What follows belongs to an exercise in optimizing a design on an open flow for small area and a short achievable clock period; a production flow would make more cautious choices. The RTL was checked by simulation tests, not by an equivalence proof against the original design.

Design dct_row_top, start of the top module:
module dct_row_top (
  input  logic        clk_i,
  input  logic        rst_i,
  input  logic        px_valid_i,
  input  logic [7:0]  px_data_i,
  output logic        coef_valid_o,
  output logic [11:0] coef_data_o,
  output logic [2:0]  coef_index_o
);
logic [2:0] px_cnt;
logic [7:0] xs0, xs1, xs2, xs3, xs4, xs5, xs6;
logic [7:0] y0, y1, y2, y3, y4, y5, y6, y7;
logic       row_done;
assign row_done = px_valid_i & (&px_cnt);
always_ff @(posedge clk_i, posedge rst_i)
  if (rst_i) px_cnt <= 3'd0;
  else if (px_valid_i) px_cnt <= px_cnt + 3'd1;
always_ff @(posedge clk_i)
  if (px_valid_i) begin
    xs0 <= px_data_i; xs1 <= xs0; xs2 <= xs1; xs3 <= xs2; xs4 <= xs3; xs5 <= xs4; xs6 <= xs5;
  end
always_ff @(posedge clk_i)
  if (row_done) begin
    y0 <= xs6; y1 <= xs5; y2 <= xs4; y3 <= xs3; y4 <= xs2; y5 <= xs1; y6 <= xs0; y7 <= px_data_i;
  end
logic       busy;
logic [2:0] kc, kc_nx;
logic [3:0] n1, n2, ci, n1_nx, n2_nx, ci_nx;
assign kc_nx = row_done ? 3'd0 : kc + 3'd1;
always_comb begin
  case (kc_nx)
  ...
clock: 6.0 ns
lec_check: 0
cap_margin: 20
core_margin: 2
core_utilization: 70
place_density: 0.85
setup_slack_margin: 3.3
slew_margin: 20
standard.sh (not shown) runs the stock make flow with config.mk's settings and CLKGATE_MAP_FILE= SYNTH_SCRIPT=/design/flow/synth_recipe.tcl, a recipe that flattens the netlist after the stock synthesis.
==> flow/flow/run.sh <==
#!/bin/bash
# Standard ORFS layout with one extra step between synthesis and floorplan:
# flow/pol.py re-chooses the polarity of every full adder (a full adder is self-dual)
# so that Yosys' extract_fa leaves fewer inverters. Registers are not touched.
set -euo pipefail
R=$PWD/orfs/results/$FLOW_PLATFORM/dct_row_top/base
bash standard.sh "$R/1_2_yosys.v" > synth.log 2>&1
cp "$R/1_2_yosys.v" "$PWD/1_2_yosys.before_pol.v"
python3 flow/pol.py "$PWD/1_2_yosys.before_pol.v" "$R/1_2_yosys.v" > pol.log 2>&1
# clock tree: the standard arguments, without the dummy loads CTS adds for balancing
export CTS_ARGS="-sink_clustering_enable -repair_clock_nets -dont_use_dummy_load -buf_list sky130_fd_sc_hd__clkbuf_8"
bash standard.sh finish > layout.log 2>&1
Other scripts of this flow, unchanged in this note and not shown: flow/flow/pol.py
Then changed:
Settings changed: SETUP_SLACK_MARGIN 3.3 to 3.45, TNS_END_PERCENT set to 100.
The new run went through all stages and came out clean; maximum frequency increases by 5.0%; wire length is about the same; die area does not change; global-route usage rises by 0.12 points; synthesized cell count is unchanged; cell area increases by 0.33%; utilization is higher by 0.26 points.
Then changed:
Settings changed: CORE_UTILIZATION 70 to 65, PLACE_DENSITY 0.85 to 0.8, SETUP_SLACK_MARGIN 3.45 to 3.4, TNS_END_PERCENT 100 to not set.
=> The new run went through all stages and came out clean; fmax came out lower by 1.0%; die area came out higher by about 7.5%; hold slack is about the same.
Then changed:
Settings changed: CORE_UTILIZATION 65 to 70, PLACE_DENSITY 0.8 to 0.85.
Via count went up slightly.
Setup slack gets better by 37 ps.
Final area stays flat.
Utilization is higher by 5.2 points.
Critical path depth decreases by 4.
Non-clock buffer count is unchanged.
Wire length went up by a few percent.
Sequential share of layout area went up by 0.12 points.
Final cell count fell slightly.
Global-route usage increases by 2.7 points.

---

dct_row_top, a different RTL version from the one above (not shown whole).
For scale: about 27 I/O pins.
clock: 6.0 ns
lec_check: 0
cap_margin: 20
core_margin: 2
core_utilization: 40
cts_buf_list: sky130_fd_sc_hd__clkbuf_4
setup_slack_margin: 3.4
slew_margin: 20
==> flow/flow/pol.py <==
#!/usr/bin/env python3
"""Full-adder polarity optimisation of a Yosys netlist (sky130hd cells).

A full adder is self-dual: FA(~a, ~b, ~c) = (~sum, ~cout). Yosys' extract_fa leaves many
inverters between full adders; this pass chooses, for each sky130_fd_sc_hd__fa_* cell, whether
it computes the true or the complemented function, so that as few inverters as possible are
needed, then rebuilds the inverters. The logic function of every register input and output port
is unchanged; no register is touched.

usage: pol.py IN.v OUT.v
"""
import re, sys, collections, random

OUT_PINS = {'X', 'Y', 'Q', 'Q_N', 'SUM', 'COUT', 'HI', 'LO'}

def main(src, dst):
    text = open(src).read()
    m = re.search(r'^\s*module\s+(\S+)\s*\((.*?)\);', text, re.M | re.S)
    head_end = m.end()
    end = text.rindex('endmodule')
    body = text[head_end:end]
    # split body into statements
    inst_re = re.compile(r'^(\s*)(sky130_fd_sc_hd__\w+)\s+(\S+)\s*\((.*?)\);\s*$', re.M | re.S)
    pin_re = re.compile(r'\.(\w+)\(\s*(.*?)\s*\)\s*(?:,|$)', re.S)
    cells = []
    decls = []
    pos = 0
    others = []
    for mm in inst_re.finditer(body):
        others.append(body[pos:mm.start()])
        pos = mm.end()
        typ, name, pins = mm.group(2), mm.group(3), mm.group(4)
        pl = []
        for pm in pin_re.finditer(pins.strip()):
            pl.append([pm.group(1), pm.group(2).strip()])
        cells.append({'type': typ, 'name': name, 'pins': pl})
    tail = body[pos:]
    # ports
    ports_out = set()
    for mm in re.finditer(r'^\s*output\s+(\[(\d+):(\d+)\]\s*)?(\S+?)\s*;', text, re.M):
        if mm.group(1):
            hi, lo = int(mm.group(2)), int(mm.group(3))
            for i in range(min(hi, lo), max(hi, lo) + 1):
                ports_out.add('%s[%d]' % (mm.group(4), i))
        else:
            ports_out.add(mm.group(4))
    assigns = re.findall(r'^\s*assign\s+(.*?)\s*=\s*(.*?)\s*;', body, re.M)
    assert not assigns, 'assign statements not handled: %r' % assigns[:3]

    def isinv(c):
        return re.fullmatch(r'sky130_fd_sc_hd__(clk)?inv_\d+', c['type']) is not None
    def isfa(c):
        return re.fullmatch(r'sky130_fd_sc_hd__fa_\d+', c['type']) is not None
    def isxor(c):
        return re.fullmatch(r'sky130_fd_sc_hd__x(n)?or[23]_\d+', c['type']) is not None

    driver = {}
    for ci, c in enumerate(cells):
        for p, n in c['pins']:
            if p in OUT_PINS:
                driver[n] = (ci, p)
    invin = {}
    for ci, c in enumerate(cells):
        if isinv(c):
            d = dict(c['pins'])
            invin[d['Y']] = d['A']
    def resolve(n):
        par = 0
        seen = 0
        while n in invin:
            n = invin[n]; par ^= 1; seen += 1
            assert seen < 100
        return n, par
    keep_inv = set()
    for ci, c in enumerate(cells):
        if isinv(c) and dict(c['pins'])['Y'] in ports_out:
            keep_inv.add(ci)
    fa_ids = [ci for ci, c in enumerate(cells) if isfa(c)]
    fa_of_base = {}
    for ci in fa_ids:
        for p, n in cells[ci]['pins']:
            if p in ('SUM', 'COUT'):
                fa_of_base[n] = ci
    # consumers: (cell index or None for port, pin index, base, parity)
    cons = collections.defaultdict(list)   # base -> list of (ci, pinidx, par)
    for ci, c in enumerate(cells):
        if isinv(c) and ci not in keep_inv:
            continue
        for k, (p, n) in enumerate(c['pins']):
            if p in OUT_PINS:
                continue
            b, par = resolve(n)
            cons[b].append((ci, k, par))
    xor_ids = [ci for ci, c in enumerate(cells) if isxor(c)]
    xor_of_base = {}
    for ci in xor_ids:
        for p, n in cells[ci]['pins']:
            if p in OUT_PINS:
                xor_of_base[n] = ci
    pol = {ci: 0 for ci in fa_ids}
    xpol = {ci: 0 for ci in xor_ids}
    def pdrv(b):
        ci = fa_of_base.get(b)
        if ci is not None: return pol[ci]
        ci = xor_of_base.get(b)
        if ci is not None: return xpol[ci]
        return 0
    def need(ci, par):
        return par ^ (pol[ci] if ci in pol else 0)
    def cost_base(b):
        pd = pdrv(b)
        return 1 if any(ci not in xpol and need(ci, par) != pd for ci, k, par in cons.get(b, [])) else 0
    # bases touched by each FA
    touch = collections.defaultdict(set)
    for ci in fa_ids:
        for p, n in cells[ci]['pins']:
            if p in ('SUM', 'COUT'):
                touch[ci].add(n)
            else:
                touch[ci].add(resolve(n)[0])
    for ci in xor_ids:
        for p, n in cells[ci]['pins']:
            if p in OUT_PINS:
                touch[ci].add(n)
    allbases = set(cons.keys())
    before = sum(1 for ci, c in enumerate(cells) if isinv(c))
    start = sum(cost_base(b) for b in allbases)
    rnd = random.Random(1)
    improved = True
    it = 0
    while improved and it < 50:
        improved = False
        it += 1
        order = fa_ids + xor_ids
        rnd.shuffle(order)
        for ci in order:
            t = touch[ci]
            d = pol if ci in pol else xpol
            c0 = sum(cost_base(b) for b in t)
            d[ci] ^= 1
            c1 = sum(cost_base(b) for b in t)
            if c1 < c0:
                improved = True
            elif c1 > c0 or rnd.random() < 0.5:
                d[ci] ^= 1
    final = sum(cost_base(b) for b in allbases)
    # rebuild
    newinv = {}
    out_cells = []
    nid = [0]
    newwires = []
    def invnet(b):
        if b not in newinv:
            nid[0] += 1
            w = 'pol_n%d' % nid[0]
            newwires.append(w)
            newinv[b] = w
        return newinv[b]
    for ci, c in enumerate(cells):
        if isinv(c) and ci not in keep_inv:
            continue
        if ci in xpol:
            # inputs straight from the base nets; the cell type absorbs every inversion
            t = 1 if 'xnor' in c['type'] else 0
            t ^= xpol[ci]
            pins = []
            outn = None
            for p, n in c['pins']:
                if p in OUT_PINS:
                    outn = n; continue
                b, par = resolve(n)
                t ^= par ^ pdrv(b)
                pins.append((p, b))
            m = re.fullmatch(r'sky130_fd_sc_hd__x(n)?or([23])_(\d+)', c['type'])
            typ = 'sky130_fd_sc_hd__%s%s_%s' % ('xnor' if t else 'xor', m.group(2), m.group(3))
            pins.append(('Y' if t else 'X', outn))
            out_cells.append((typ, c['name'], pins))
            continue
        pins = []
        for p, n in c['pins']:
            if p in OUT_PINS:
                pins.append((p, n)); continue
            b, par = resolve(n)
            q = need(ci, par)
            if q == pdrv(b):
                pins.append((p, b))
            else:
                pins.append((p, invnet(b)))
        out_cells.append((c['type'], c['name'], pins))
    for b, w in newinv.items():
        nid[0] += 1
        out_cells.append(('sky130_fd_sc_hd__inv_1', 'pol_inv%d' % nid[0], [('A', b), ('Y', w)]))
    lines = [text[:head_end]]
    lines.append(''.join(others[:1]))
    for w in newwires:
        lines.append('  wire %s;\n' % w)
    for typ, name, pins in out_cells:
        lines.append('  %s %s (\n%s\n  );\n' % (typ, name, ',\n'.join('    .%s(%s)' % (p, n + ' ' if n.startswith('\\') else n) for p, n in pins)))
    lines.append(tail)
    lines.append(text[end:])
    open(dst, 'w').write(''.join(lines))
    flipped = sum(pol.values()) + sum(xpol.values())
    sys.stderr.write('pol: inverters %d -> %d (needed before opt %d), %d of %d full adders flipped\n'
                     % (before, final + len(keep_inv), start, flipped, len(fa_ids)))

if __name__ == '__main__':
    main(sys.argv[1], sys.argv[2])
Scripts as last shown in full above: flow/flow/run.sh
Change:
--- a/flow/flow/pol.py
+++ b/flow/flow/pol.py
@@ -144,4 +144,26 @@
             elif c1 > c0 or rnd.random() < 0.5:
                 d[ci] ^= 1
+    # simulated annealing from the greedy result
+    import math
+    cur = sum(cost_base(b) for b in allbases)
+    best_state = (dict(pol), dict(xpol), cur)
+    allv = fa_ids + xor_ids
+    T = 2.0
+    for step in range(200000):
+        ci = allv[rnd.randrange(len(allv))]
+        t = touch[ci]
+        d = pol if ci in pol else xpol
+        c0 = sum(cost_base(b) for b in t)
+        d[ci] ^= 1
+        c1 = sum(cost_base(b) for b in t)
+        delta = c1 - c0
+        if delta <= 0 or rnd.random() < math.exp(-delta / T):
+            cur += delta
+            if cur < best_state[2]:
+                best_state = (dict(pol), dict(xpol), cur)
+        else:
+            d[ci] ^= 1
+        T = max(0.05, T * 0.99997)
+    pol.clear(); pol.update(best_state[0]); xpol.clear(); xpol.update(best_state[1])
     final = sum(cost_base(b) for b in allbases)
     # rebuild
ABC_AREA = 1   (was unset)
CORE_UTILIZATION = 60   (was 40)
CTS_BUF_LIST = unset   (was sky130_fd_sc_hd__clkbuf_4)
PLACE_DENSITY = 0.75   (was unset)
After rerunning: The new run passed the timing, design-rule and antenna checks. Register-to-register slack barely changes. Sequential share of layout area rose by 0.36 points. Wire length rose by about 0.5%. Final cell count goes up by about 0.43%. Via count grows by about 8%. Setup slack gets better by 4.6 ps. Clock-buffer cell count came out lower by 1. Die area drops by about 32%.

[static timing again, ports no longer ideal]
No port has a modelled driver above. Below, the same layouts with a new extraction and two added sets of constraints. Step 1: set_driving_cell puts a clkbuf_16 on clk_i and a buf_2 on each other input, an assumption about the parent block. Step 2, shift: input delay + t, output delay - t, t = (earliest + latest rising clock arrival at the registers) / 2. This alone moves slack from input paths to output paths. Three values: ideal ports, drivers, drivers and shift; two values: the first two.
run	t, ns	setup WS [ns]	hold WS [ns]	worst register clock-pin slew, ns	worst data-port slew with drivers (ns)
the first run of note 1	0.603	3.360 / 3.312 / 2.993	0.335 / 0.335 / 0.335	0.06 / 0.06	0.07
the second run of note 1	0.579	3.486 / 3.486 / 3.124	0.347 / 0.347 / 0.347	0.06 / 0.06	0.04
the third run of note 1	0.592	3.460 / 3.460 / 3.124	0.346 / 0.346 / 0.346	0.06 / 0.06	0.05
the fourth run of note 1	0.591	3.497 / 3.453 / 3.140	0.342 / 0.342 / 0.342	0.06 / 0.06	0.07
the first run of note 2	0.651	3.476 / 3.445 / 3.399	0.345 / 0.345 / 0.345	0.06 / 0.06	0.04
the second run of note 2	0.603	3.481 / 3.461 / 3.331	0.341 / 0.341 / 0.341	0.06 / 0.06	0.03
After both steps every run listed still meets setup and hold. For the first run of note 1, which loses most, drivers alone change the setup slack by -0.048 ns; drivers and shift together by -0.367 ns.
